Context: an optimization exercise on an open-source flow, tuned for small area and a short achievable clock period. The choices shown serve that exercise and are no tape-out recipe.
The RTL was checked by simulation tests, not by an equivalence proof against the original design.
Power is estimated from default activity; no workload was simulated.

## flow/design.v

```verilog
module sync_fifo_mem #(
    parameter int ADDR_WIDTH = 8,
    parameter int DATA_WIDTH = 8,
    parameter int DEPTH      = 256
) (
    input  logic                  clk,
    input  logic                  shift,
    input  logic                  hold,
    input  logic [(1 << (ADDR_WIDTH - ADDR_WIDTH/2))-1:0] wsel_hi,   
    input  logic [(1 << (ADDR_WIDTH - ADDR_WIDTH/2))-1:0] wsel_lo,   
    input  logic [DATA_WIDTH-1:0] wdata,
    output logic [DATA_WIDTH-1:0] a0,
    output logic [DATA_WIDTH-1:0] a1
);
    logic [DATA_WIDTH-1:0] mem [DEPTH];
    logic [DATA_WIDTH-1:0] wdata_n;
    assign wdata_n = ~wdata;
    for (genvar i = 0; i < DEPTH; i++) begin : g_entry
        logic                  ld_n;
        logic [DATA_WIDTH-1:0] up;
        if (i == DEPTH-1) begin : g_top
            assign up = '0;
        end else begin : g_mid
            assign up = mem[i+1];
        end
        assign ld_n = ~(wsel_hi[i >> (ADDR_WIDTH/2)] & wsel_lo[i % (1 << (ADDR_WIDTH/2))]);
        for (genvar b = 0; b < DATA_WIDTH; b++) begin : g_bit
            sync_fifo_row #(.DATA_WIDTH(1)) u_row (
                .clk    (clk),
                .shift  (shift),
                .hold   (hold),
                .ld_n   (ld_n),
                .wdata_n(wdata_n[b]),
                .up     (up[b]),
                .q      (mem[i][b])
            );
        end
    end
    assign a0 = mem[0];
    assign a1 = mem[1];
endmodule
module sync_fifo_row #(
    parameter int DATA_WIDTH = 8
) (
    input  logic                  clk,
    input  logic                  shift,
    input  logic                  hold,
    input  logic                  ld_n,
    input  logic [DATA_WIDTH-1:0] wdata_n,
    input  logic [DATA_WIDTH-1:0] up,
    output logic [DATA_WIDTH-1:0] q
);
    always_ff @(posedge clk) begin
        q <= ({DATA_WIDTH{shift}} & up) |
             ({DATA_WIDTH{hold}}  & q) |
             ~({DATA_WIDTH{ld_n}} | wdata_n);
    end
endmodule
module sync_fifo #(
    parameter int ADDR_WIDTH = 8,
    parameter int DATA_WIDTH = 8
) (
    input  logic                  clk,
    input  logic                  rst,
    input  logic [DATA_WIDTH-1:0] w_data,
    input  logic                  w_push,
    output logic                  w_full,
    input  logic                  r_pop,
    output logic [DATA_WIDTH-1:0] r_data,
    output logic                  r_empty,
    output logic [ADDR_WIDTH:0]   count,
    output logic                  overflow,
    output logic                  underflow
);
    localparam int DEPTH = 1 << ADDR_WIDTH;
    localparam int LO_W  = ADDR_WIDTH / 2;
    localparam int HI_W  = ADDR_WIDTH - LO_W;
    localparam int LSEL  = 1 << HI_W;      
    logic [ADDR_WIDTH:0]   cnt_q, cnt_n_q;
    logic                  empty_q, nempty_q;
    logic                  overflow_q, underflow_q;
    logic [DATA_WIDTH-1:0] rdata_q;
    logic                  st_shift_q;    
    logic                  st_hold_q;     
    logic [LSEL-1:0]       st_hi_q, st_lo_q;
    logic [DATA_WIDTH-1:0] st_data_q;
    logic                  st_head_q;     
    logic [DATA_WIDTH-1:0] a0, a1;        
    logic                  push_ok, pop_ok;
    logic [ADDR_WIDTH:0]   cnt, cnt_inc, cnt_dec, cnt_d;
    logic                  empty, cnt_is1, empty_d;
    logic [DATA_WIDTH-1:0] head;
    logic [ADDR_WIDTH-1:0] pos;
    assign cnt     = ~cnt_n_q;
    assign empty   = ~nempty_q;
    assign push_ok = w_push & ~cnt[ADDR_WIDTH];
    assign pop_ok  = r_pop & ~empty;
    assign cnt_inc = cnt + 1'b1;
    assign cnt_dec = cnt - 1'b1;
    assign pos     = pop_ok ? cnt_dec[ADDR_WIDTH-1:0] : cnt[ADDR_WIDTH-1:0];
    assign cnt_is1 = (cnt == (ADDR_WIDTH+1)'(1));
    always_comb begin
        if (rst)                    cnt_d = '0;
        else if (push_ok & ~pop_ok) cnt_d = cnt_inc;
        else if (pop_ok & ~push_ok) cnt_d = cnt_dec;
        else                        cnt_d = cnt;
        empty_d = rst | (empty & ~push_ok) | (cnt_is1 & pop_ok & ~push_ok);
    end
    assign head = st_head_q ? st_data_q : (st_shift_q ? a1 : a0);
    always_ff @(posedge clk) begin
        cnt_q    <= cnt_d;
        cnt_n_q  <= ~cnt_d;
        empty_q  <= empty_d;
        nempty_q <= ~empty_d;
    end
    always_ff @(posedge clk) begin
        if (rst) begin
            overflow_q  <= 1'b0;
            underflow_q <= 1'b0;
            rdata_q     <= '0;
            st_shift_q  <= 1'b0;
            st_hold_q   <= 1'b0;
            st_hi_q     <= '0;
            st_head_q   <= 1'b0;
        end else begin
            overflow_q  <= w_push & cnt[ADDR_WIDTH];
            underflow_q <= r_pop & empty;
            if (pop_ok) rdata_q <= head;
            st_shift_q  <= pop_ok;
            st_hold_q   <= ~pop_ok;
            st_hi_q     <= push_ok ? LSEL'(1) << pos[ADDR_WIDTH-1:LO_W] : '0;
            st_head_q   <= push_ok & (empty | (cnt_is1 & pop_ok));
        end
    end
    always_ff @(posedge clk) begin
        st_data_q <= w_data;
        st_lo_q   <= LSEL'(1) << pos[LO_W-1:0];
    end
    sync_fifo_mem #(
        .ADDR_WIDTH(ADDR_WIDTH),
        .DATA_WIDTH(DATA_WIDTH),
        .DEPTH     (DEPTH)
    ) u_mem (
        .clk  (clk),
        .shift(st_shift_q),
        .hold (st_hold_q),
        .wsel_hi(st_hi_q),
        .wsel_lo(st_lo_q),
        .wdata(st_data_q),
        .a0   (a0),
        .a1   (a1)
    );
    assign count     = cnt_q;
    assign w_full    = cnt_q[ADDR_WIDTH];
    assign r_empty   = empty_q;
    assign overflow  = overflow_q;
    assign underflow = underflow_q;
    assign r_data    = rdata_q;
endmodule
```

## flow/run.sh

```bash
#!/bin/bash
# synth_recipe.tcl (not shown) runs the flow's synth.tcl, then flattens the netlist and writes it again
# the make line also repeats each setting of config.mk as NAME=value (left out here)
make -C /OpenROAD-flow-scripts/flow DESIGN_CONFIG=/design/flow/config.mk WORK_HOME=/design/flow/orfs CLKGATE_MAP_FILE= SYNTH_SCRIPT=/design/flow/synth_recipe.tcl finish
```

## flow/config.mk

```make
export PLATFORM = sky130hd
export DESIGN_NAME = sync_fifo
export DESIGN_NICKNAME = sync_fifo
export VERILOG_FILES = /design/flow/design.v
export SDC_FILE = /design/flow/constraint.sdc
export NUM_CORES = 4
export LEC_CHECK = 0
export CAP_MARGIN = 20
export CORE_MARGIN = 2
export CORE_UTILIZATION = 80
export CTS_CLUSTER_DIAMETER = 100
export CTS_CLUSTER_SIZE = 30
export SETUP_SLACK_MARGIN = 1.9
export SLEW_MARGIN = 20
export SYNTH_HIERARCHICAL = 1
export TNS_END_PERCENT = 5
```

## flow/constraint.sdc

```tcl
create_clock -name core_clock -period 3.7 [get_ports {clk}]
set_input_delay 0.7400 -clock core_clock [delete_from_list [all_inputs] [get_ports {clk}]]
set_output_delay 0.7400 -clock core_clock [all_outputs]
set_load 0.01 [all_outputs]
```

==> results of run 1 <==
## Yosys cell counts, drive strengths merged, types with 2 or more instances
cell	count	area, um^2
a21o	4	30.0
a21oi	25	125
a22oi	2049	15400
a31oi	5	31.3
a32oi	2	17.5
and2	5	33.8
and3	5	31.3
buf	76	810
clkbuf	11	41.3
dfxtp	2121	42500
ha	3	37.5
inv	15	56.3
mux2i	10	100
nand2	288	1120
nand2b	3	18.8
nand3	10	50.1
nand4b	2	17.5
nor2	25	93.8
nor3	19	95.1
nor3b	2	15.0
nor4	7	43.8
nor4b	2	17.5
o211ai	2	15.0
o21a	6	45.0
o21ai	2064	10300
o22a	3	26.3
o22ai	2	12.5
o31ai	2	15.0
or2	5	31.3
xnor2	4	35.0
## per-stage QoR
| stage | worst slack [ns] | hold WS, ns | power (mW) | utilization [%] |
|---|---|---|---|---|
| finish | 1.74 | 0.479 | 35.8 | 86.0 |
| global route | 1.73 | 0.478 | 36.8 | 86.0 |
| CTS | 1.76 | 0.455 | 35.7 | 85.8 |
| detailed placement | 0.699 | 0.459 | 25.4 | 83.1 |
| global placement | 0.823 | 0.458 | 25.4 | 83.1 |
| floorplan | -7.47 | 0.450 | 24.7 | - |
## area by class of cell
class / instances / area, um^2 / share of cell area (%)
flip-flops and latches: 2121 / 42500 / 55.9
multi-input cells: 4577 / 28000 / 36.8
clock buffers: 86 / 2130 / 2.80
repair buffers: 142 / 1670 / 2.20
well taps: 1165 / 1460 / 1.92
inverters: 15 / 201 / 0.265
clock inverters: 3 / 28.8 / 0.0378
## layout by cell type, fill, tap and decap left out, drive strengths merged, types with 2 or more instances in the layout
cell,n
clkbuf,87
buf,130
o22a,3
bufinv,4
and3,5
a32oi,2
nand2b,3
o22ai,2
nor4b,2
mux2i,10
dfxtp,2121
nand3,10
and2,5
conb,8
ha,3
a21o,4
xnor2,4
a21oi,25
nand4b,2
o211ai,2
nor3,19
inv,14
nand2,288
nor3b,2
clkdlybuf4s50,10
a22oi,2049
nor2,25
o31ai,2
or2,5
o21a,6
o21ai,2064
nor4,7
a31oi,5
## flip-flops by register name (all words and copies together) (netlist names), 8 cells and up
| register | cells |
|---|---|
| cnt_q | 9 |
| st_lo_q | 16 |
| cnt_n_q | 9 |
| st_data_q | 8 |
| rdata_q | 8 |
| st_hi_q | 16 |
| u_mem.g_entry.g_bit.u_row.q | 2048 |
## worst max-delay path by stage
stage / end / slack (ns)
after floorplan: u_mem.g_entry[0].g_bit[0].u_row.q / -7.47
after global placement: st_hi_q[2] / 0.82
after detailed placement: st_hi_q[10] / 0.70
after CTS: r_data[4] / 1.76
after global routing: st_hi_q[10] / 1.73
final: u_mem.g_entry[124].g_bit[7].u_row.q / 1.74
## power groups by stage
| stage | combinational [mW] | sequential [mW] | clock [mW] |
|---|---|---|---|
| finish | 1.74 | 23.3 | 10.8 |
| global route | 1.86 | 23.3 | 11.6 |
| CTS | 1.63 | 23.3 | 10.8 |
| detailed placement | 1.59 | 23.8 | 0 |
| global placement | 1.56 | 23.8 | 0 |
| floorplan | 0.690 | 24.0 | 0 |
## cells by family (layout without fill, tap and decap cells)
| group | after synthesis | count (layout) | synth area share (%) |
|---|---|---|---|
| buffers and inverters | 102 | 246 | 1.27 |
| adder cells (fa/ha/maj) | 3 | 3 | 0.0527 |
| multiplexers | 11 | 11 | 0.156 |
| other | 1 | 8 | 0.00526 |
| AND/OR/NAND/NOR | 379 | 379 | 2.28 |
| XOR/XNOR | 4 | 4 | 0.0491 |
| AO/OA/AOI/OAI | 4172 | 4172 | 36.6 |
| flip-flops | 2121 | 2121 | 59.6 |
## routing by layer
| layer | vias up | track usage, % | wire length, um | share of wire [%] |
|---|---|---|---|---|
| met1 | 28800 | 51.2 | 74800 | 42 |
| li1 | 27300 | - | - | - |
| met2 | 2448 | 59.1 | 84000 | 47 |
| met4 | 0 | 14.8 | 6380 | 3.6 |
| met5 | - | 0 | 0 | 0 |
| met3 | 403 | 4.53 | 12600 | 7.1 |
## critical path, stage by stage, from the launching register on
cell and delay [ns]:
dfxtp_2 1.06, nand2_1 0.46, o21ai_1 0.33
## what timing repair did
item / 4_1_cts / 5_1_grt
buffers inserted: 8 / 5
gates resized for setup: 141 / 20
cloned: 0 / 1
setup endpoints to repair: 1698 / 1681
==> flow_metrics.env, run 1 <==
export IMPL_status="timing/DRC/antenna clean"
export IMPL_slew_headroom_pct=26.3
export IMPL_cts_sinks=2121
export IMPL_synth_edf_count=0
export IMPL_drive_above_1_share_pct=4.48
export IMPL_place_area_um2=73500
export IMPL_r2r_end="u_mem.g_entry[124].g_bit[7].u_row.q"
export IMPL_crit_fanout=16
export IMPL_crit_arrival_ns=2.55
export IMPL_synthArstFlopShare_pct=0
export IMPL_grt_antenna_before_repair=0
export IMPL_via_per_inst=7.26
export IMPL_startpoint="st_lo_q[12]"
export IMPL_grt_pass1_vias=53500
export IMPL_tns_ns=0
export IMPL_syn_avg_cell_area_um2=10.5
export IMPL_syn_inst=6793
export IMPL_htreeDepth=3
export IMPL_clock_latency_ns=0.70
export IMPL_crit_type="flip-flop to flip-flop"
export IMPL_power_density_nw_per_um2=471
export IMPL_dr_pass1_iters=10
export IMPL_path_clk_slew_ns=0.11
export IMPL_die_h_um=303
export IMPL_hpwlAfterDp_um=101000
export IMPL_num_vias=58900
export IMPL_nets=6952
export IMPL_post_route_cell_area_um2=76000
export IMPL_io_pins=33
export IMPL_worst_slew_pin_slew_ns=1.11
export IMPL_routed_wl_um=178000
export IMPL_grt_max_degree=193
export IMPL_syn_area_um2=71300
export IMPL_p_comb_share_pct=4.8
export IMPL_grt_ovfl_total=0
export IMPL_die_w_um=303
export IMPL_cts_buffers_inserted=80
export IMPL_synth_ff_type="dfxtp_1"
export IMPL_fin_cells=8109
export IMPL_core_area_um2=88400
export IMPL_detail_route_wl_per_cell_um=21.9
export IMPL_ctsHoldBuffers=0
export IMPL_max_freq_mhz=510
export IMPL_rows=109
export IMPL_p_sw_mw=8.39
export IMPL_required_ns=4.29
export IMPL_hold_viol=0
export IMPL_setup_viol=0
export IMPL_internal_power_mw=27.5
export IMPL_clock_power_share_pct=30.1
export IMPL_hold_class="input pin to flip-flop"
export IMPL_dp_cells=8006
export IMPL_hp_start="w_data[5]"
export IMPL_start_util_pct=80.7
export IMPL_dieArea_um2=91500
export IMPL_ys_seq_area_share_pct=59.6
export IMPL_gp_congestion=0.813
export IMPL_peakVddDrop_v=0.000523
export IMPL_finalCritPeriodShare_pct=53.0
export IMPL_crit_path_start_kind="flip-flop"
export IMPL_ys_ff_latch=2121
export IMPL_holdPathEnd="st_data_q[5]"
export IMPL_drc=0
export IMPL_r2r_cells=2
export IMPL_reg2reg_slack_ns=1.74
export IMPL_min_period_ns=1.96
export IMPL_track_usage_pct=36.8
export IMPL_leakage_nw=24.0
export IMPL_root_buffer="clkbuf_16"
export IMPL_cts_tree="done"
export IMPL_drv_slew=0
export IMPL_r2r_start="st_lo_q[12]"
export IMPL_swShare_pct=23.4
export IMPL_synthToLayoutAreaGrowth_pct=6.66
export IMPL_grt_setup_unrepaired="yes"
export IMPL_cap_violations=0
export IMPL_fin_worst_skew_ns=0.0254
export IMPL_drt_iter0_markers=8147
export IMPL_hold_path_depth=1
export IMPL_synth_distinct_cells=54
export IMPL_place_port_buffers=32
export IMPL_pwr_share_seq_pct=65.1
export IMPL_endpoint_kind="flip-flop"
export IMPL_final_antenna_net_count=0
export IMPL_yosys_warnings=10
export IMPL_grt_pass1_wl_um=281000
export IMPL_antenna_cells=0
export IMPL_cts_buffer_depth=3
export IMPL_num_fill_cells=5003
==> run 2, diff against run 1 <==
--- a/flow/config.mk
+++ b/flow/config.mk
@@ -11,6 +11,6 @@
 export CTS_CLUSTER_DIAMETER = 100
 export CTS_CLUSTER_SIZE = 30
-export SETUP_SLACK_MARGIN = 1.9
+export SETUP_SLACK_MARGIN = 1.8
 export SLEW_MARGIN = 20
 export SYNTH_HIERARCHICAL = 1
-export TNS_END_PERCENT = 5
+export TNS_END_PERCENT = 100
==> run 2 against run 1 <==
  * Clock-buffer cell count is the same
  * Via count is 0.26% lower
  * Clock skew shrank 0.00054 ns
  * Sequential power barely moved
  * Non-clock buffer count shrank 1
  * Cell area is essentially flat
  * Routed wire length fell by 0.55%
  * Sequential cell count unchanged
  * Still clean on timing, DRC and antenna
  * Total power is essentially flat
==> flow_metrics.env, run 2 <==
export IMPL_status="timing/DRC/antenna clean"
export IMPL_path_cells="nand2_1, o21ai_1"
export IMPL_finalCritPeriodShare_pct=53.3
export IMPL_max_flop_register="u_mem.g_entry.g_bit.u_row.q"
export IMPL_cp_slowest_cell="dfxtp_2"
export IMPL_die_w_um=303
export IMPL_grt_ovfl_total=0
export IMPL_yosys_warnings=10
export IMPL_synth_top_cells_by_count="dfxtp_1 (2121), a22oi_1 (2049), o21ai_1 (2048)"
export IMPL_layout_commonest_cell="dfxtp_1"
export IMPL_cpPeakStageDelay_ns=1.06
export IMPL_nets=6951
export IMPL_worst_slack_ns=1.73
export IMPL_path_clk_slew_ns=0.11
export IMPL_io_pins=33
export IMPL_power_density_nw_per_um2=471
export IMPL_crit_arrival_ns=2.57
export IMPL_slew_headroom_pct=26.1
export IMPL_required_ns=4.30
export IMPL_synth_top_area_share_pct=59.6
export IMPL_final_cell_mix="dfxtp_1 (2077), a22oi_1 (2049), o21ai_1 (2048)"
export IMPL_cts_buffers_inserted=80
export IMPL_startpoint="st_lo_q[7]"
export IMPL_synth_distinct_cells=54
export IMPL_seqCellArea_um2=42500
export IMPL_final_antenna_net_count=0
export IMPL_yosysMostFrequentCell="dfxtp_1"
export IMPL_crit_path_start_kind="flip-flop"
export IMPL_dieArea_um2=91500
export IMPL_place_port_buffers=32
export IMPL_drive_above_1_share_pct=4.52
export IMPL_peakVddDrop_v=0.000526
export IMPL_tns_ns=0
export IMPL_num_vias=58700
export IMPL_use_met2_pct=59.4
export IMPL_core_area_um2=88400
export IMPL_syn_inst=6793
export IMPL_grt_max_degree=193
export IMPL_drc=0
export IMPL_dr_pass1_iters=7
export IMPL_num_fill_cells=4999
export IMPL_reg_top3="u_mem.g_entry.g_bit.u_row.q (2048), st_hi_q (16), st_lo_q (16)"
export IMPL_hold_viol=0
export IMPL_via_per_inst=7.24
export IMPL_largest_reg_flops=2048
export IMPL_hold_class="input pin to flip-flop"
export IMPL_ys_seq_area_share_pct=59.6
export IMPL_max_freq_mhz=508
export IMPL_antenna_cells=0
export IMPL_grt_setup_unrepaired="yes"
export IMPL_utilization_pct=86.1
export IMPL_leakage_nw=24.0
export IMPL_fin_worst_skew_ns=0.0249
export IMPL_grt_busiest_layer="met2"
export IMPL_hp_start="w_data[5]"
export IMPL_dp_slack_ns=0.699
export IMPL_cts_sinks=2121
export IMPL_gp_congestion=0.813
export IMPL_synth_ff_type="dfxtp_1"
export IMPL_syn_area_um2=71300
export IMPL_crit_type="flip-flop to flip-flop"
export IMPL_synthToLayoutAreaGrowth_pct=6.73
export IMPL_cts_tree="done"
export IMPL_r2r_start="st_lo_q[7]"
export IMPL_synthTopCellsByArea="dfxtp_1 (60%), a22oi_1 (22%), o21ai_1 (14%)"
export IMPL_ys_ff_latch=2121
export IMPL_met1_usage_pct=51.1
export IMPL_synthArstFlopShare_pct=0
export IMPL_track_usage_pct=36.9
export IMPL_root_buffer="clkbuf_16"
export IMPL_htreeDepth=3
export IMPL_grt_pass1_wl_um=281000
export IMPL_syn_avg_cell_area_um2=10.5
export IMPL_setup_viol=0
export IMPL_min_period_ns=1.97
export IMPL_endpoint_kind="flip-flop"
export IMPL_drv_slew=0
export IMPL_die_h_um=303
export IMPL_cts_buffer_depth=3
export IMPL_grt_pass1_vias=53500
export IMPL_crit_fanout=16
export IMPL_rows=109
export IMPL_multiInputGateArea_um2=28000
export IMPL_yosys_area_top_type="dfxtp_1"
export IMPL_routed_wl_um=177000
export IMPL_cap_violations=0
export IMPL_clock_latency_ns=0.70
export IMPL_synth_edf_count=0
export IMPL_met3_usage_pct=4.70
export IMPL_drt_iter0_markers=7975
export IMPL_start_util_pct=80.7
export IMPL_worst_slew_pin_slew_ns=1.11
export IMPL_grt_antenna_before_repair=0
export IMPL_hpwlAfterDp_um=101000
export IMPL_detail_route_wl_per_cell_um=21.8
## run 2: per-layer routing
| layer | vias to the layer above | wire length (um) |
|---|---|---|
| met5 | - | 0 |
| met3 | 372 | 12300 |
| met2 | 2392 | 83900 |
| met1 | 28700 | 74500 |
| met4 | 0 | 6070 |
| li1 | 27300 | - |
## run 2: cell type report
class / count / area share, %
Inverter: 15 / 0.265
Clock inverter: 3 / 0.0378
Sequential cell: 2121 / 55.9
Multi-Input combinational cell: 4577 / 36.9
Timing Repair Buffer: 141 / 2.20
Tap cell: 1165 / 1.92
Clock buffer: 86 / 2.80
## run 2: kinds of logic after synthesis
kind of cell             after synthesis  share of synthesized area (%)
flip-flops                          2121                           59.6
other                                  1                        0.00526
XOR/XNOR                               4                         0.0491
multiplexers                          11                          0.156
buffers and inverters                102                           1.27
AND/OR/NAND/NOR                      379                           2.28
AO/OA/AOI/OAI                       4172                           36.6
adder cells (fa/ha/maj)                3                         0.0527
## run 2: critical path, delay by kind of cell (launching register included)
family / cells / cell delay, ns
simple gates: 1 / 0.50
compound gates: 1 / 0.30
flops: 1 / 1.06
## run 2: repair_timing
item | in CTS | in global routing
buffers inserted | 5 | 8
gates resized for setup | 132 | 40
pin swaps | 0 | 1
setup endpoints to repair | 661 | 423
hold buffers | 0 | 0
cloned | 0 | 0
## run 2: power breakdown
part / switching, mW / leakage (nW) / internal [mW]
sequential: 0.382 / 17.1 / 22.9
combinational: 1.39 / 5.85 / 0.351
clock: 6.60 / 1.06 / 4.17
## run 2: stage by stage
stage | std cells | total power, mW | hold slack, ns | area [um^2]
2_1_floorplan | 6800 | 24.7 | 0.450 | 71300
3_3_place_gp | 8006 | 25.4 | 0.458 | 73500
4_1_cts | 8100 | 35.7 | 0.455 | 75800
6_report | 8108 | 35.8 | 0.481 | 76100
3_5_place_dp | 8006 | 25.4 | 0.459 | 73500
5_1_grt | 8108 | 36.8 | 0.477 | 76100
## run 2: final timing paths
check	to	slack (ns)	depth (start not counted)
max	u_mem.g_entry[151].g_bit[3].u_row.q	1.73	2
min	st_data_q[5]	0.48	1
max reg2reg	u_mem.g_entry[151].g_bit[3].u_row.q	1.73	2
min reg2reg	rdata_q[2]	0.48	2
==> run 3, diff against run 2 <==
--- a/flow/config.mk
+++ b/flow/config.mk
@@ -8,5 +8,5 @@
 export CAP_MARGIN = 20
 export CORE_MARGIN = 2
-export CORE_UTILIZATION = 80
+export CORE_UTILIZATION = 84
 export CTS_CLUSTER_DIAMETER = 100
 export CTS_CLUSTER_SIZE = 30
==> run 3 against run 2 <==
  * Register-to-register slack about the same
  * Global-route usage increased by 4.7 points
  * Critical path depth unchanged
  * Combinational power about the same
  * Worst setup slack about the same
  * Worst hold slack got worse by 0.0034 ns
  * Cell count decreased by 0.20%
  * Cell area about the same
  * Core utilization increased by 4.7 points
  * Sequential power about the same
  * Critical path type unchanged
==> flow_metrics.env, run 3 <==
export IMPL_internal_power_mw=27.3
export IMPL_crit_end="u_mem.g_entry[229].g_bit[2].u_row.q"
export IMPL_syn_area_um2=71300
export IMPL_cts_tree="done"
export IMPL_final_antenna_net_count=0
export IMPL_syn_avg_cell_area_um2=10.5
export IMPL_r2r_start="st_lo_q[5]"
export IMPL_die_h_um=295
export IMPL_synth_ff_type="dfxtp_1"
export IMPL_synth_top_cells_by_count="dfxtp_1 (2121), a22oi_1 (2049), o21ai_1 (2048)"
export IMPL_via_per_inst=7.59
export IMPL_use_met2_pct=67.9
export IMPL_nets=6957
export IMPL_crit_arrival_ns=2.58
export IMPL_htreeDepth=3
export IMPL_yosys_warnings=10
export IMPL_crit_fanout=16
export IMPL_tns_ns=0
export IMPL_grt_setup_unrepaired="yes"
export IMPL_place_area_um2=73700
export IMPL_fin_total_pwr_mw=35.8
export IMPL_p_comb_share_pct=5.0
export IMPL_fin_worst_skew_ns=0.0231
export IMPL_endpoint_kind="flip-flop"
export IMPL_dr_pass1_iters=10
export IMPL_reg_top3="u_mem.g_entry.g_bit.u_row.q (2048), st_hi_q (16), st_lo_q (16)"
export IMPL_syn_inst=6793
export IMPL_fin_cells=8092
export IMPL_ys_ff_latch=2121
export IMPL_synthTopCellsByArea="dfxtp_1 (60%), a22oi_1 (22%), o21ai_1 (14%)"
export IMPL_detail_route_wl_per_cell_um=23.5
export IMPL_grt_pass1_vias=57300
export IMPL_yosysMostFrequentCell="dfxtp_1"
export IMPL_peakVddDrop_v=0.000536
export IMPL_ys_seq_area_share_pct=59.6
export IMPL_drt_iter0_markers=9112
export IMPL_synth_edf_count=0
export IMPL_max_flop_register="u_mem.g_entry.g_bit.u_row.q"
export IMPL_r2r_cells=2
export IMPL_post_route_cell_area_um2=76100
export IMPL_layout_commonest_cell="dfxtp_1"
export IMPL_slew_headroom_pct=26.2
export IMPL_crit_type="flip-flop to flip-flop"
export IMPL_num_vias=61400
export IMPL_start_util_pct=85.0
export IMPL_io_pins=33
export IMPL_root_buffer="clkbuf_16"
export IMPL_final_cell_mix="dfxtp_1 (2079), o21ai_1 (2050), a22oi_1 (2049)"
export IMPL_max_freq_mhz=507
export IMPL_hold_viol=0
export IMPL_grt_busiest_layer="met2"
export IMPL_cts_buffer_depth=3
export IMPL_synth_distinct_cells=54
export IMPL_rows=106
export IMPL_synthArstFlopShare_pct=0
export IMPL_reg2reg_slack_ns=1.73
export IMPL_drc=0
export IMPL_synth_top_area_share_pct=59.6
export IMPL_startpoint="st_lo_q[5]"
export IMPL_path_clk_slew_ns=0.12
export IMPL_clock_latency_ns=0.70
export IMPL_required_ns=4.31
export IMPL_synthToLayoutAreaGrowth_pct=6.78
export IMPL_hpwlAfterDp_um=107000
export IMPL_swShare_pct=23.6
export IMPL_drv_slew=0
export IMPL_p_sw_mw=8.45
export IMPL_track_usage_pct=41.6
export IMPL_met3_usage_pct=6.64
export IMPL_dieArea_um2=87200
export IMPL_crit_path_start_kind="flip-flop"
export IMPL_min_period_ns=1.97
export IMPL_hold_class="flip-flop to flip-flop"
export IMPL_gp_congestion=0.823
export IMPL_grt_ovfl_total=0
export IMPL_pwr_share_seq_pct=65.2
export IMPL_dp_cells=7985
export IMPL_status="timing/DRC/antenna clean"
export IMPL_clock_power_share_pct=29.8
export IMPL_setup_viol=0
export IMPL_finalCritPeriodShare_pct=53.3
export IMPL_cts_sinks=2121
export IMPL_utilization_pct=90.8
export IMPL_r2r_end="u_mem.g_entry[229].g_bit[2].u_row.q"
export IMPL_largest_reg_flops=2048
export IMPL_cap_violations=0
export IMPL_grt_antenna_before_repair=3
export IMPL_power_density_nw_per_um2=470
export IMPL_grt_pass1_wl_um=299000
export IMPL_leakage_nw=24.0
export IMPL_routed_wl_um=190000
export IMPL_num_fill_cells=3722
export IMPL_met1_usage_pct=54.4
export IMPL_worst_slew_pin_slew_ns=1.11
export IMPL_core_area_um2=83800
export IMPL_die_w_um=295
export IMPL_yosys_area_top_type="dfxtp_1"
export IMPL_grt_max_degree=176
export IMPL_place_port_buffers=32
export IMPL_drive_above_1_share_pct=4.50
export IMPL_cts_buffers_inserted=80
## run 3: cell counts after synthesis
No cell type changed its count.
## run 3: per-stage QoR
stage               setup slack (ns)  hold slack [ns]
finish                          1.73            0.477
global route                    1.71            0.485
CTS                             1.77            0.476
detailed placement             0.951            0.456
global placement                1.01            0.452
floorplan                      -7.47            0.450
## run 3: cell families (layout without fill, tap and decap cells)
kind of cell	Yosys count	after routing	synth area share (%)
buf+inv	102	250	1.27
compound gates	4172	4172	36.6
mux	11	11	0.156
other cells	1	18	0.00526
xor+xnor	4	4	0.0491
fa+ha+maj	3	3	0.0527
simple gates	379	379	2.28
flops	2121	2121	59.6
## run 3: worst min-delay path by stage
stage          cells after the start  slack (ns)                         startpoint                                end
4_1_cts                            2        0.48                         rdata_q[1]                         rdata_q[1]
5_1_grt                            1        0.48                          w_data[0]                       st_data_q[0]
3_3_place_gp                       2        0.45                         rdata_q[3]                         rdata_q[3]
3_5_place_dp                       2        0.46                         rdata_q[1]                         rdata_q[1]
6_report                           2        0.48                         rdata_q[1]                         rdata_q[1]
2_1_floorplan                      2        0.45  u_mem.g_entry[0].g_bit[0].u_row.q  u_mem.g_entry[0].g_bit[0].u_row.q
## run 3: area by class of cell
| cell class | instances | area, um^2 | area share (%) |
|---|---|---|---|
| flip-flops and latches | 2121 | 42500 | 55.9 |
| clock inverters | 4 | 42.5 | 0.0559 |
| repair buffers | 147 | 1830 | 2.41 |
| well taps | 1134 | 1420 | 1.86 |
| clock buffers | 84 | 2060 | 2.71 |
| inverters | 15 | 159 | 0.209 |
| diodes | 10 | 25.0 | 0.0329 |
| multi-input cells | 4577 | 28000 | 36.8 |
## run 3: repair_timing
action                                  4_1_cts  5_1_grt
cloned                                        0        0
endpoints found under the setup margin      874      393
pin swaps                                     0        2
resized for setup                           130       39
hold buffers                                  0        0
setup buffers                                 5        4
## run 3: per-layer routing
layer | vias up | wire length, um
met3 | 674 | 17400
met4 | 0 | 8450
met5 | - | 0
li1 | 27300 | -
met1 | 29700 | 73900
met2 | 3687 | 90700
## run 3: power groups by stage
| stage | Sequential [mW] | Clock, mW | Combinational, mW |
|---|---|---|---|
| 4_1_cts | 23.3 | 10.6 | 1.68 |
| 2_1_floorplan | 24.0 | 0 | 0.690 |
| 3_3_place_gp | 23.8 | 0 | 1.60 |
| 5_1_grt | 23.3 | 11.4 | 1.88 |
| 6_report | 23.3 | 10.7 | 1.77 |
| 3_5_place_dp | 23.8 | 0 | 1.64 |
## run 3: worst max-delay path: stages (launching register included)
cell and delay (ns):
dfxtp_2 1.07, nand2_1 0.51, o21ai_1 0.30
==> run 4, diff against run 3 <==
--- a/flow/design.v
+++ b/flow/design.v
@@ -80,5 +80,5 @@
     logic                  empty_q, nempty_q;
     logic                  overflow_q, underflow_q;
-    logic [DATA_WIDTH-1:0] rdata_q;
+    logic [DATA_WIDTH-1:0] rdata_q, rdata_n_q, rdata_d;
     logic                  st_shift_q;    
     logic                  st_hold_q;     
@@ -108,5 +108,12 @@
     end
     assign head = st_head_q ? st_data_q : (st_shift_q ? a1 : a0);
+    always_comb begin
+        if (rst)         rdata_d = '0;
+        else if (pop_ok) rdata_d = head;
+        else             rdata_d = ~rdata_n_q;
+    end
     always_ff @(posedge clk) begin
+        rdata_q   <= rdata_d;
+        rdata_n_q <= ~rdata_d;
         cnt_q    <= cnt_d;
         cnt_n_q  <= ~cnt_d;
@@ -118,5 +125,4 @@
             overflow_q  <= 1'b0;
             underflow_q <= 1'b0;
-            rdata_q     <= '0;
             st_shift_q  <= 1'b0;
             st_hold_q   <= 1'b0;
@@ -126,5 +132,4 @@
             overflow_q  <= w_push & cnt[ADDR_WIDTH];
             underflow_q <= r_pop & empty;
-            if (pop_ok) rdata_q <= head;
             st_shift_q  <= pop_ok;
             st_hold_q   <= ~pop_ok;
--- a/flow/config.mk
+++ b/flow/config.mk
@@ -8,9 +8,9 @@
 export CAP_MARGIN = 20
 export CORE_MARGIN = 2
-export CORE_UTILIZATION = 84
+export CORE_UTILIZATION = 80
 export CTS_CLUSTER_DIAMETER = 100
 export CTS_CLUSTER_SIZE = 30
-export SETUP_SLACK_MARGIN = 1.8
+export SETUP_SLACK_MARGIN = 1.9
 export SLEW_MARGIN = 20
 export SYNTH_HIERARCHICAL = 1
-export TNS_END_PERCENT = 100
+export TNS_END_PERCENT = 5
==> run 4 against run 3 <==
  * Synthesized area up 0.39%
  * Combinational power hardly changed
  * Worst setup slack improved by 0.0085 ns
  * Core utilization shrank 4.4 points
  * Worst hold slack worse by 0.038 ns
  * Non-clock buffer count rose by 1
  * Synthesized cell count hardly changed
  * Clock power hardly changed
  * Cell count increased by 0.31%
  * Largest cell class unchanged
==> flow_metrics.env, run 4 <==
export IMPL_clock_latency_ns=0.70
export IMPL_synth_compound_area_share_pct=36.4
export IMPL_track_usage_pct=37.7
export IMPL_grt_max_degree=191
export IMPL_drv_slew=0
export IMPL_cts_buffer_depth=3
export IMPL_leakage_nw=24.2
export IMPL_grt_ovfl_total=0
export IMPL_yosys_warnings=10
export IMPL_dieArea_um2=91900
export IMPL_fin_worst_skew_ns=0.0272
export IMPL_finalCritPeriodShare_pct=53.0
export IMPL_grt_setup_unrepaired="yes"
export IMPL_reg_top3="u_mem.g_entry.g_bit.u_row.q (2048), st_hi_q (16), st_lo_q (16)"
export IMPL_post_route_cell_area_um2=76500
export IMPL_rows=109
export IMPL_nets=6958
export IMPL_drt_iter0_markers=8518
export IMPL_num_vias=59600
export IMPL_min_period_ns=1.96
export IMPL_grt_antenna_before_repair=3
export IMPL_ctsHoldBuffers=0
export IMPL_ys_ff_latch=2129
export IMPL_status="timing/DRC/antenna clean"
export IMPL_cpPeakStageDelay_ns=1.09
export IMPL_via_per_inst=7.34
export IMPL_gp_congestion=0.838
export IMPL_cap_violations=0
export IMPL_cp_num_buf_inv=0
export IMPL_place_area_um2=73900
export IMPL_critPathTopFamily="flip-flops"
export IMPL_syn_area_um2=71600
export IMPL_routed_wl_um=183000
export IMPL_cts_buffers_inserted=80
export IMPL_syn_avg_cell_area_um2=10.5
export IMPL_crit_fanout=16
export IMPL_hold_viol=0
export IMPL_worst_slew_pin_slew_ns=1.12
export IMPL_synth_xor_area_share_pct=0.0717
export IMPL_reg2reg_slack_ns=1.74
export IMPL_yosys_area_share_simple_pct=2.29
export IMPL_grt_pass1_vias=54200
export IMPL_fin_total_pwr_mw=36.0
export IMPL_drive_above_1_share_pct=4.59
export IMPL_synth_distinct_cells=62
export IMPL_ys_seq_area_share_pct=59.6
export IMPL_synth_ff_type="dfxtp_1"
export IMPL_peakVddDrop_v=0.000439
export IMPL_synth_top_cells_by_count="dfxtp_1 (2129), o21ai_1 (2052), a22oi_1 (2048)"
export IMPL_hold_class="flip-flop to flip-flop"
export IMPL_synthToLayoutAreaGrowth_pct=6.86
export IMPL_synth_top_family_by_area="compound AO/OA/AOI/OAI gates"
export IMPL_largest_reg_flops=2048
export IMPL_layout_commonest_cell="dfxtp_1"
export IMPL_final_cell_mix="dfxtp_1 (2091), o21ai_1 (2052), a22oi_1 (2048)"
export IMPL_synth_edf_count=0
export IMPL_cts_tree="done"
export IMPL_place_port_buffers=32
export IMPL_htreeDepth=3
export IMPL_core_area_um2=88500
export IMPL_cp_slowest_cell="dfxtp_2"
export IMPL_detail_route_wl_per_cell_um=22.5
export IMPL_root_buffer="clkbuf_16"
export IMPL_path_clk_slew_ns=0.11
export IMPL_final_antenna_net_count=0
export IMPL_synthTopCellsByArea="dfxtp_1 (60%), a22oi_1 (21%), o21ai_1 (14%)"
export IMPL_dr_pass1_iters=13
export IMPL_hpwlAfterDp_um=103000
export IMPL_synth_area_mux_share_pct=0.280
export IMPL_setup_viol=0
export IMPL_synth_fa_ha_area_share_pct=0.0525
export IMPL_synthArstFlopShare_pct=0
export IMPL_die_h_um=303
export IMPL_path_cells="nand2_1, o21ai_1"
export IMPL_required_ns=4.30
export IMPL_slew_headroom_pct=25.6
export IMPL_crit_path_start_kind="flip-flop"
export IMPL_cts_sinks=2129
export IMPL_crit_type="flip-flop to flip-flop"
export IMPL_finalHoldWorstSlack_ns=0.440
export IMPL_drc=0
export IMPL_power_density_nw_per_um2=470
export IMPL_io_pins=33
export IMPL_synth_top_area_share_pct=59.6
export IMPL_syn_inst=6795
export IMPL_max_freq_mhz=510
export IMPL_tns_ns=0
export IMPL_start_util_pct=80.8
export IMPL_yosysMostFrequentCell="dfxtp_1"
export IMPL_die_w_um=303
export IMPL_grt_pass1_wl_um=285000
export IMPL_yosys_area_top_type="dfxtp_1"
export IMPL_endpoint_kind="flip-flop"
export IMPL_crit_arrival_ns=2.56
export IMPL_max_flop_register="u_mem.g_entry.g_bit.u_row.q"
[run 4: cell types whose count changed after synthesis, sizes merged, moves of 5 or more]
| cell | previous run | this run |
|---|---|---|
| nand2 | 288 | 265 |
| nor2 | 25 | 47 |
| a211oi | 0 | 20 |
| a21oi | 25 | 9 |
| a211o | 0 | 8 |
| dfxtp | 2121 | 2129 |
| o21ai | 2064 | 2056 |
| nor2b | 0 | 7 |
| nor3 | 19 | 25 |
| nand3 | 10 | 5 |
[run 4: logic make-up (layout without fill, tap and decap cells)]
family | after synthesis | in the layout
multiplexers | 19 | 19
flip-flops | 2129 | 2129
AND/OR/NAND/NOR | 375 | 375
buffers and inverters | 105 | 254
AO/OA/AOI/OAI | 4158 | 4158
adder cells (fa/ha/maj) | 3 | 3
XOR/XNOR | 5 | 5
other | 1 | 9
[run 4: area by class of cell]
cell class / count / area [um^2]
repair inverters: 1 / 8.76
clock inverters: 2 / 17.5
well taps: 1165 / 1460
fillers: 4946 / 12000
flip-flops and latches: 2129 / 42700
clock buffers: 88 / 2140
inverters: 15 / 178
repair buffers: 148 / 1850
multi-input cells: 4568 / 28100
diodes: 1 / 2.50
[run 4: stage by stage]
stage / utilization [%] / instances / setup WS (ns)
2_1_floorplan: - / 6802 / -8.53
3_3_place_gp: 83.5 / 8010 / 1.07
3_5_place_dp: 83.5 / 8010 / 1.07
4_1_cts: 86.2 / 8109 / 1.73
5_1_grt: 86.4 / 8116 / 1.74
6_report: 86.4 / 8117 / 1.74
[run 4: layer usage]
| metal | track usage (%) | share of wire [%] | vias up |
|---|---|---|---|
| met3 | 5.60 | 8.3 | 473 |
| met1 | 51.4 | 41 | 29000 |
| met5 | 0 | 0.0071 | - |
| li1 | - | - | 27300 |
| met2 | 60.7 | 47 | 2758 |
| met4 | 15.3 | 3.9 | 2 |
[run 4: what timing repair did]
action | 4_1_cts | 5_1_grt
gates cloned | 0 | 1
buffers inserted | 9 | 6
endpoints found under the setup margin | 1884 | 798
pin swaps | 1 | 2
gates resized for setup | 141 | 17
[run 4: path summary, 6_finish.rpt]
kind	startpoint	to	cells past startpoint
setup reg to reg	st_lo_q[1]	u_mem.g_entry[177].g_bit[1].u_row.q	2
hold reg to reg	rdata_n_q[0]	rdata_q[0]	1
setup / recovery	st_lo_q[1]	u_mem.g_entry[177].g_bit[1].u_row.q	2
hold / removal	rdata_n_q[0]	rdata_q[0]	1
[run 4: report_power, final]
part | switching, mW | internal (mW)
sequential | 0.399 | 23.0
combinational | 1.42 | 0.354
clock | 6.60 | 4.17
total | 8.42 | 27.5

afterwards: timing with drivers on the ports:
How much do the figures lean on ideal ports? The routed layouts below were timed once more, with nothing changed but the port constraints.
Step 1, drivers: a clkbuf_16 drives clk and a buf_2 each remaining input, both assumed.
Step 2 times the ports against the registers' clock, not the clock port: input delays grow and output delays shrink by t, the midpoint of the rising clock arrivals with the driver on.
Slacks: ideal ports / drivers / drivers and shift; pairs: ideal ports / drivers.
run | shift t [ns] | setup WS [ns] | pins driven straight from the clock port
run 1 | 0.758 | 1.740 / 1.706 / 1.195 | 1
run 2 | 0.758 | 1.730 / 1.708 / 1.208 | 1
run 3 | 0.758 | 1.729 / 1.703 / 1.155 | 1
run 4 | 0.760 | 1.738 / 1.670 / 1.215 | 1
After both steps setup and hold are still met in every run listed. For run 3, which loses most, drivers alone change the setup slack by -0.026 ns; drivers and shift together by -0.574 ns.
